Source: an optimization exercise on an open RTL-to-GDS flow (aim: small area, a short achievable clock period and few clock cycles). Production flows keep margins and buffers that such runs may drop. Where RTL was checked, it was by simulation tests only, not by an equivalence proof against the original.

## usb_audio_unpack_volume
module usb_audio_unpack_volume (
  input  wire logic               clk,
  input  wire logic               rst_n,
  input  wire logic               in_valid,
  output logic                    in_stall,
  input  wire logic [7:0]         in_data_byte,
  input  wire logic               in_last_byte,
  output logic                    out_valid,
  input  wire logic               out_stall,
  output logic signed [31:0]      out_left_sample,
  output logic signed [31:0]      out_right_sample,
  output logic                    out_last_frame,
  input  wire logic               cfg_wr_en,
  input  wire logic [1:0]         cfg_index,
  input  wire logic [15:0]        cfg_data
);
  logic             in_stall_r;
  logic             emit;
  logic             emit_here;
  logic             e_acc, l_acc, e_no, l_no;
  logic             free_ahead;
  logic             held_free_ahead;
  logic             accept;
  logic [31:0]      frm_left;
  logic [31:0]      frm_right;
  logic             frm_last;
  ...
For scale: ~2,500 cells after synthesis, about 310 flip-flops, roughly 99 I/O pins, roughly 0.024 mm^2 of cells after synthesis.
export LEC_CHECK = 0
export CAP_MARGIN = 20
export CORE_MARGIN = 2
export CORE_UTILIZATION = 40
export SETUP_SLACK_MARGIN = 5
export SLEW_MARGIN = 20
create_clock -name core_clock -period 10.0 [get_ports {clk}]
standard.sh (not shown) runs the stock make flow with config.mk's settings and CLKGATE_MAP_FILE= SYNTH_SCRIPT=/design/flow/synth_recipe.tcl, a recipe that flattens the netlist after the stock synthesis.
==> flow/flow/run.sh <==
#!/bin/bash
set -euo pipefail
bash standard.sh SETUP_SLACK_MARGIN=7 finish > standard_make.log 2>&1
The first run passed the timing, design-rule and antenna checks.
Then changed:
==> flow/flow/run.sh (replaced) <==
#!/bin/bash
set -euo pipefail
bash standard.sh SETUP_SLACK_MARGIN=6.5 finish > standard_make.log 2>&1
The new run finished with timing, DRC and antenna clean.
Synthesized area does not change.
Core utilization went down by 3.4 points.
Wire length went down by a few percent.
First-iteration DRC count shrinks by roughly a tenth.
Function was not checked in any run of this note: the RTL went through the layout flow alone.

Another version of the RTL of usb_audio_unpack_volume (not shown whole).
Size: about 3,300 cells after synthesis, roughly 370 flip-flops, about 99 I/O pins, roughly 27,000 sq um of cells after synthesis.
==> flow/design.v (excerpt) <==
module usb_audio_unpack_volume (
  input  wire logic               clk,
  input  wire logic               rst_n,
  input  wire logic               in_valid,
  output logic                    in_stall,
  input  wire logic [7:0]         in_data_byte,
  input  wire logic               in_last_byte,
  output logic                    out_valid,
  input  wire logic               out_stall,
  output logic signed [31:0]      out_left_sample,
  output logic signed [31:0]      out_right_sample,
  output logic                    out_last_frame,
  input  wire logic               cfg_wr_en,
  input  wire logic [1:0]         cfg_index,
  input  wire logic [15:0]        cfg_data
);
  logic             in_stall_r;
  logic             emit;
  logic             emit_here;
  logic             e_acc, l_acc, e_no, l_no;
  logic             free_ahead;
  logic             held_free_ahead;
  logic             accept;
  logic [31:0]      frm_left;
  logic [31:0]      frm_right;
  logic             frm_last;
  logic [1:0]       frm_res_l;
  logic [1:0]       frm_res_r;
  logic [6:0]       idx_l;
  logic [6:0]       idx_r;
  always_ff @(posedge clk) begin
    if (!rst_n) begin
      in_stall_r <= 1'b0;
    end else begin
      if (accept) in_stall_r <= !emit_here && (e_acc && !free_ahead || l_acc && !held_free_ahead);
      else        in_stall_r <= e_no && !free_ahead || l_no && !held_free_ahead;
    end
  end
  assign in_stall = in_stall_r;
  assign accept   = in_valid && !in_stall_r;
  uavol_unpack u_unpack (
    .clk          (clk),
    .rst_n        (rst_n),
    .in_valid     (in_valid),
    .in_stall     (in_stall_r),
    .in_data_byte (in_data_byte),
    .in_last_byte (in_last_byte),
    .cfg_wr_en    (cfg_wr_en),
    .cfg_index    (cfg_index),
    .cfg_data     (cfg_data),
    .emit         (emit),
    .emit_here    (emit_here),
  ...
Settings: LEC_CHECK=0, ABC_AREA=1, CAP_MARGIN=20, CORE_MARGIN=2, CORE_UTILIZATION=40, CTS_BUF_LIST=sky130_fd_sc_hd__clkbuf_8, CTS_CLUSTER_SIZE=30, SETUP_SLACK_MARGIN=5, SLEW_MARGIN=20; clock period 10.0 ns.
==> flow/flow/run.sh <==
#!/bin/bash
set -euo pipefail
bash standard.sh SETUP_SLACK_MARGIN=6.75 "BUFFER_PORTS_ARGS=-buffer_cell sky130_fd_sc_hd__buf_1" finish > standard_make.log 2>&1
The first run passed the timing, design-rule and antenna checks.
Testbench counts at the start, summed over its fixed seeds: cycles 19,044.
==> next run, changes <==
==> flow/flow/run.sh (replaced) <==
#!/bin/bash
set -euo pipefail
bash standard.sh SETUP_SLACK_MARGIN=6.25 "BUFFER_PORTS_ARGS=-buffer_cell sky130_fd_sc_hd__buf_1" finish > standard_make.log 2>&1
ABC_AREA = unset   (was 1)
Effect: Routed wire length goes down by about 9%. Fmax goes down by 8.7%. Clock skew goes up by 0.021 ns. Count of clock-buffer cells in the layout goes down by 3. Synthesized area goes down by 1.2%. Core utilization goes down by 1.6 points.
==> next run, changes <==
==> flow/flow/run.sh (replaced) <==
#!/bin/bash
set -euo pipefail
bash standard.sh SETUP_SLACK_MARGIN=6.9 "BUFFER_PORTS_ARGS=-buffer_cell sky130_fd_sc_hd__buf_1" finish > standard_make.log 2>&1
=>
- The changed run finished with timing, DRC and antenna clean
- worst setup slack improves by 0.37 ns
- fmax came out higher by 12%
- hold slack improves by 0.010 ns
- routed wire length rose by 5.6%
- cell area is higher by 5.2%
- utilization grows by 2.3 points
- first-iteration DRC count went up by 2.9%
==> next run, changes <==
==> flow/flow/run.sh (replaced) <==
#!/bin/bash
set -euo pipefail
bash standard.sh SETUP_SLACK_MARGIN=6.5 "BUFFER_PORTS_ARGS=-buffer_cell sky130_fd_sc_hd__buf_1" finish > standard_make.log 2>&1
Effect: Worst hold slack is better by 0.0068 ns. Synthesized cell count is unchanged. Area after synthesis does not change. Design area went down by 2.9%. Critical path depth is higher by 12. Global-route usage is about the same. Routed wire length stays flat. Final cell count falls by 0.85%.
==> next run, changes <==
==> flow/flow/run.sh (replaced) <==
#!/bin/bash
set -euo pipefail
bash standard.sh SETUP_SLACK_MARGIN=6.75 "BUFFER_PORTS_ARGS=-buffer_cell sky130_fd_sc_hd__buf_1" finish > standard_make.log 2>&1
CORE_UTILIZATION = 55   (was 40)
PLACE_DENSITY = 0.7   (was unset)
Result: Fmax climbs by about 4%; worst setup slack improves by 0.13 ns; core utilization went up by 17 points; routed wire length decreases by about 5%; via count stays flat; critical path depth went down by 12; clock skew shrinks by 0.018 ns.

## afterwards: timing with drivers on the ports
The flow's constraints put no driver on any port. The routed layouts listed below were extracted and timed again, unchanged, in two steps.
Step 1 (the two cells are an assumption about what drives the block):
set clk [get_ports {clk}]
set_driving_cell -lib_cell sky130_fd_sc_hd__clkbuf_16 $clk
set_driving_cell -lib_cell sky130_fd_sc_hd__buf_2 [delete_from_list [all_inputs] $clk]
Step 2 times the ports against the registers' clock, not the clock port: input delays grow and output delays shrink by t, the midpoint of the rising clock arrivals with the driver on.
a / b / c = ideal ports / drivers / drivers and shift; a / b = the first two.
run | t (ns) | setup WS [ns] | hold WS [ns] | slew at the worst register clock pin (ns)
the first run of note 1 | 0.611 | 6.645 / 6.668 / 6.056 | 0.417 / 0.417 / 0.417 | 0.07 / 0.07
the second run of note 1 | 0.615 | 6.528 / 6.493 / 5.949 | 0.429 / 0.429 / 0.429 | 0.06 / 0.06
the first run of note 2 | 0.705 | 6.691 / 6.635 / 6.152 | 0.417 / 0.417 / 0.417 | 0.06 / 0.06
the second run of note 2 | 0.708 | 6.376 / 6.376 / 5.731 | 0.431 / 0.431 / 0.431 | 0.06 / 0.06
the third run of note 2 | 0.713 | 6.750 / 6.691 / 6.203 | 0.441 / 0.441 / 0.441 | 0.07 / 0.07
the fourth run of note 2 | 0.714 | 6.577 / 6.577 / 5.933 | 0.448 / 0.448 / 0.448 | 0.08 / 0.08
the fifth run of note 2 | 0.690 | 6.702 / 6.645 / 6.091 | 0.420 / 0.420 / 0.420 | 0.06 / 0.06
After both steps setup and hold are still met in every run listed. The setup slack of the second run of note 2, which loses most, moves by 0.000 ns with the drivers and by -0.645 ns with both steps.
